Source: an optimization exercise on an open RTL-to-GDS flow (aim: small area, a short achievable clock period and few clock cycles per item). Production flows keep margins and buffers that such runs may drop. The RTL was checked by simulation tests, not by an equivalence proof against the original design. Power figures rest on the tool's default switching activity, not on a simulated workload.

==> inputs of trial 28 <==
## fc_stream_layer
module fc_stream_layer #(
    parameter int unsigned N       = 16,
    parameter int unsigned Q       = 12,
    parameter int unsigned IN_LEN  = 8,
    parameter int unsigned OUT_LEN = 4,
    parameter int unsigned RELU    = 1
) (
    input  logic                clk,
    input  logic                global_rst,
    input  logic                ce,
    input  logic signed [N-1:0] data_in,
    input  logic                valid_in,
    input  logic                end_in,
    output logic                in_ready,
    input  logic                w_we,
    input  logic [7:0]          w_addr,
    input  logic [N-1:0]        w_data,
    output logic signed [N-1:0] data_out,
    output logic                valid_op,
    output logic                end_op,
    output logic                overflow
);
clock: 12.0 ns
lec_check: 0
cap_margin: 20
core_margin: 2
core_utilization: 55
cts_cluster_diameter: 80
cts_cluster_size: 30
place_density: 0.65
slew_margin: 20
synth_hierarchical: 1
synth_minimum_keep_size: 0
standard.sh (not shown) runs the stock make flow with config.mk's settings and CLKGATE_MAP_FILE= SYNTH_SCRIPT=/design/flow/synth_recipe.tcl, a recipe that flattens the netlist after the stock synthesis.
==> flow/flow/run.sh <==
#!/bin/bash
# The standard layout, with ORFS's setup repair aiming well below the 12 ns
# clock (the constraints themselves are unchanged): SETUP_SLACK_MARGIN asks
# repair_timing for that much spare slack on every path.
set -euo pipefail
export SETUP_SLACK_MARGIN=8.5
bash standard.sh > standard.log 2>&1
==> trial 44 (differences from trial 28) <==
==> flow/flow/run.sh (replaced) <==
#!/bin/bash
# The standard layout, with ORFS's setup repair aiming well below the 12 ns
# clock (the constraints themselves are unchanged): SETUP_SLACK_MARGIN asks
# repair_timing for that much spare slack on every path. Clock tree synthesis
# gets the same clustering as config.mk asks for, without dummy loads.
set -euo pipefail
export SETUP_SLACK_MARGIN=8.5
export CTS_ARGS="-sink_clustering_enable -repair_clock_nets -sink_clustering_size 30 -sink_clustering_max_diameter 80 -dont_use_dummy_load"
bash standard.sh > standard.log 2>&1
- CORE_UTILIZATION: 55 -> 65
- PLACE_DENSITY: 0.65 -> 0.72
==> build 80 (differences from trial 28) <==
==> flow/flow/run.sh (replaced) <==
#!/bin/bash
# The standard layout, with ORFS's setup repair aiming well below the 12 ns
# clock (the constraints themselves are unchanged): SETUP_SLACK_MARGIN asks
# repair_timing for that much spare slack on every path. Clock tree synthesis
# gets the same clustering as config.mk asks for, without dummy loads.
set -euo pipefail
export SETUP_SLACK_MARGIN=8.45
export CTS_ARGS="-sink_clustering_enable -repair_clock_nets -sink_clustering_size 30 -sink_clustering_max_diameter 80 -dont_use_dummy_load"
bash standard.sh > standard.log 2>&1
- CORE_UTILIZATION: 55 -> 65
- PLACE_DENSITY: 0.65 -> 0.72
==> run notes <==
quantity	trial 28	trial 44	build 80
Sw frac	0.385	0.383	0.383
Signed area change from the synthesized netlist to the final layout	10.2%	9.69%	7.48%
Gr usage total	0.311	0.358	0.351
Met1 Resource Use GR	0.443	0.513	0.493
Share of total power in the clock network	0.162	0.140	0.141
Pin count of the biggest net entering global routing	69	69	100
Share of the clock period used by the worst path after layout	0.297	0.309	0.296
Maximum VDD drop	0.126 mV	0.150 mV	0.153 mV
Tapcells	1512	1276	1276
Die Height	344 um	316 um	316 um
Data required time of the critical path	9.60 ns	12.57 ns	12.41 ns
Avg Vias per Cell	6.36	6.69	6.69
Kind of critical path	reg -> out	reg -> reg	reg -> reg
Top fanout value on the critical path	1	7	3
Worst Path Arrival	1.17 ns	4.28 ns	3.96 ns
Clock network power	2.20 mW	1.90 mW	1.89 mW
Total clock buffers created by CTS	51	52	52
Maximum clock frequency	0.280 GHz	0.270 GHz	0.281 GHz
Share of total power in combinational logic	0.468	0.486	0.481
Met2 layer wire length in the routed design	81.1 mm	77.4 mm	77.7 mm
Final total power	13.6 mW	13.5 mW	13.4 mW
Worst setup skew after layout	0.0369 ns	0.0994 ns	0.0621 ns
Internal power	8.37 mW	8.36 mW	8.26 mW
Number of cells on the worst reg-to-reg path	8	9	13
Floorplan die area	118000 um2	100000 um2	100000 um2
Pre-Repair DR Iteration Count	8	9	8
Run status	no timing/DRC/antenna violations	no timing/DRC/antenna violations	no timing/DRC/antenna violations
Testbench counts of trial 28, summed over its fixed seeds: cycles 8,240, frames 1,024.
Testbench counts of trial 44, summed over its fixed seeds: cycles 8,240, frames 1,024.
Testbench counts of build 80, summed over its fixed seeds: cycles 8,240, frames 1,024.

==> inputs of run C <==
fc_stream_layer, a different RTL version from the one above (not shown whole).
clock: 12.0 ns
lec_check: 0
cap_margin: 20
core_margin: 2
core_utilization: 55
cts_cluster_diameter: 80
cts_cluster_size: 30
place_density: 0.65
slew_margin: 20
synth_hierarchical: 1
synth_minimum_keep_size: 0
==> flow/flow/run.sh <==
#!/bin/bash
# The standard layout, with ORFS's setup repair aiming well below the 12 ns
# clock (the constraints themselves are unchanged): SETUP_SLACK_MARGIN asks
# repair_timing for that much spare slack on every path.
set -euo pipefail
export SETUP_SLACK_MARGIN=8.4
bash standard.sh > standard.log 2>&1
==> inputs of run P, as changes to run C <==
--- a/flow/design.v
+++ b/flow/design.v
@@ -19,17 +19,25 @@
     output logic                valid_op,
     output logic                end_op,
     output logic                overflow
 );
     localparam int unsigned ACC_W = 35;
     localparam logic [ACC_W-1:0] CMASK = 35'h7ffffffff;   
     logic [15:0] wram [36];
+    logic        wr_q;       
+    logic [5:0]  wr_addr_q;
+    logic [15:0] wr_data_q;
+    logic        wr_now;
+    assign wr_now = w_we && !global_rst && w_addr < 8'd36;
     always_ff @(posedge clk) begin
-        if (w_we && !global_rst && w_addr < 8'd36)
-            wram[w_addr[5:0]] <= w_data;
+        wr_q      <= wr_now;
+        wr_addr_q <= w_addr[5:0];
+        wr_data_q <= w_data;
+        if (wr_q)
+            wram[wr_addr_q] <= wr_data_q;
     end
     logic [7:0]  one, two, neg;
     logic        first_q;    
     logic        last_q;     
     logic [2:0]  cnt;        
     logic        accept, ending;
     logic [2:0]  xb [8];
@@ -720,15 +728,15 @@
         end else begin
             pend     <= pend_next;
             bcnt     <= bcnt_next;
             valid_op <= deliver;
             if (ce && valid_in && !in_ready)
                 overflow <= 1'b1;
             in_ready <= !((pend_next || ending) && (bcnt_next != 3'd0))
-                     && !(ending && pend_next);
+                     && !(ending && pend_next) && !wr_now;
         end
     end
     assign data_out = {1'b0, dout};
 endmodule
 module fc_stream_fa (
     input  logic a, b, c,
     output logic s, co
==> flow/flow/run.sh (replaced) <==
#!/bin/bash
# The standard layout, with ORFS's setup repair aiming well below the 12 ns
# clock (the constraints themselves are unchanged): SETUP_SLACK_MARGIN asks
# repair_timing for that much spare slack on every path.
set -euo pipefail
export SETUP_SLACK_MARGIN=8.45
bash standard.sh > standard.log 2>&1
Settings changed: CORE_UTILIZATION 55 to 65, PLACE_DENSITY 0.65 to 0.72.
==> inputs of run M, as changes to run C <==
--- a/flow/design.v
+++ b/flow/design.v
@@ -19,17 +19,25 @@
     output logic                valid_op,
     output logic                end_op,
     output logic                overflow
 );
     localparam int unsigned ACC_W = 35;
     localparam logic [ACC_W-1:0] CMASK = 35'h7ffffffff;   
     logic [15:0] wram [36];
+    logic        wr_q;       
+    logic [5:0]  wr_addr_q;
+    logic [15:0] wr_data_q;
+    logic        wr_now;
+    assign wr_now = w_we && !global_rst && w_addr < 8'd36;
     always_ff @(posedge clk) begin
-        if (w_we && !global_rst && w_addr < 8'd36)
-            wram[w_addr[5:0]] <= w_data;
+        wr_q      <= wr_now;
+        wr_addr_q <= w_addr[5:0];
+        wr_data_q <= w_data;
+        if (wr_q)
+            wram[wr_addr_q] <= wr_data_q;
     end
     logic [7:0]  one, two, neg;
     logic        first_q;    
     logic        last_q;     
     logic [2:0]  cnt;        
     logic        accept, ending;
     logic [2:0]  xb [8];
@@ -720,15 +728,15 @@
         end else begin
             pend     <= pend_next;
             bcnt     <= bcnt_next;
             valid_op <= deliver;
             if (ce && valid_in && !in_ready)
                 overflow <= 1'b1;
             in_ready <= !((pend_next || ending) && (bcnt_next != 3'd0))
-                     && !(ending && pend_next);
+                     && !(ending && pend_next) && !wr_now;
         end
     end
     assign data_out = {1'b0, dout};
 endmodule
 module fc_stream_fa (
     input  logic a, b, c,
     output logic s, co
==> notes <==
- The lowest total power belongs to run M, the highest to run C.
- In run C the combinational power is higher than in run M, by about 6%.
- Worst hold slack: run M < run C < run P.
- Final cell count: run P < run C < run M.
- Sequential share of layout area: run C < run M < run P.
==> figures <==
| item | run C | run P | run M |
|---|---|---|---|
| Post-synthesis simple-gate area fraction | 0.0389 | 0.0409 | 0.0409 |
| Seq cells | 1042 | 1065 | 1065 |
| Combined area of the multi-input logic cells | 34100 um2 | 33900 um2 | 33900 um2 |
| Outcome | no timing/DRC/antenna violations | no timing/DRC/antenna violations | no timing/DRC/antenna violations |
| Startpoint of the most critical register-to-register path | g_mac[3].wt[8] | first_q | neg[4] |
| Tap Cells | 1512 | 1276 | 1512 |
| Number of violations reported at the end of detailed-routing iteration 0 | 3984 | 4892 | 4554 |
| Maximum number of pins on one net before global-route repair | 77 | 100 | 96 |
| R2r worst-path depth | 6 | 8 | 6 |
| Hold Crit Endpoint | end_op | pend | pend |
| Starting utilization of the core area | 0.553 | 0.656 | 0.555 |
Testbench counts of run C, summed over its fixed seeds: cycles 8,240, frames 1,024.
Testbench counts of run P, summed over its fixed seeds: cycles 8,240, frames 1,024.
Testbench counts of run M, summed over its fixed seeds: cycles 8,240, frames 1,024.

-- what the ideal ports hide --
How much do the figures lean on ideal ports? The routed layouts below were timed once more, with nothing changed but the port constraints.
Step 1 (the two cells are an assumption about what drives the block):
set clk [get_ports {clk}]
set_driving_cell -lib_cell sky130_fd_sc_hd__clkbuf_16 $clk
set_driving_cell -lib_cell sky130_fd_sc_hd__buf_2 [delete_from_list [all_inputs] $clk]
Step 2 also shifts input and output timing later by t, the mid clock arrival at the registers, as if the neighbouring blocks saw the same clock.
Slacks: ideal / step 1 / step 2; pairs: ideal / step 1.
run	t (ns)	setup slack, ns	slew at the worst register clock pin (ns)	worst slew at a driven data input, ns
trial 28	0.788	8.432 / 8.353 / 7.972	0.12 / 0.12	0.07
trial 44	0.768	8.293 / 8.293 / 7.932	0.12 / 0.12	0.04
build 80	0.732	8.443 / 8.386 / 7.940	0.11 / 0.11	0.06
run C	0.769	8.374 / 8.339 / 7.650	0.11 / 0.11	0.07
run P	0.768	8.408 / 8.367 / 7.910	0.12 / 0.12	0.06
run M	0.795	8.421 / 8.340 / 7.839	0.12 / 0.12	0.05
After both steps setup and hold are still met in every run listed. The setup slack of run C, which loses most, moves by -0.035 ns with the drivers and by -0.724 ns with both steps.
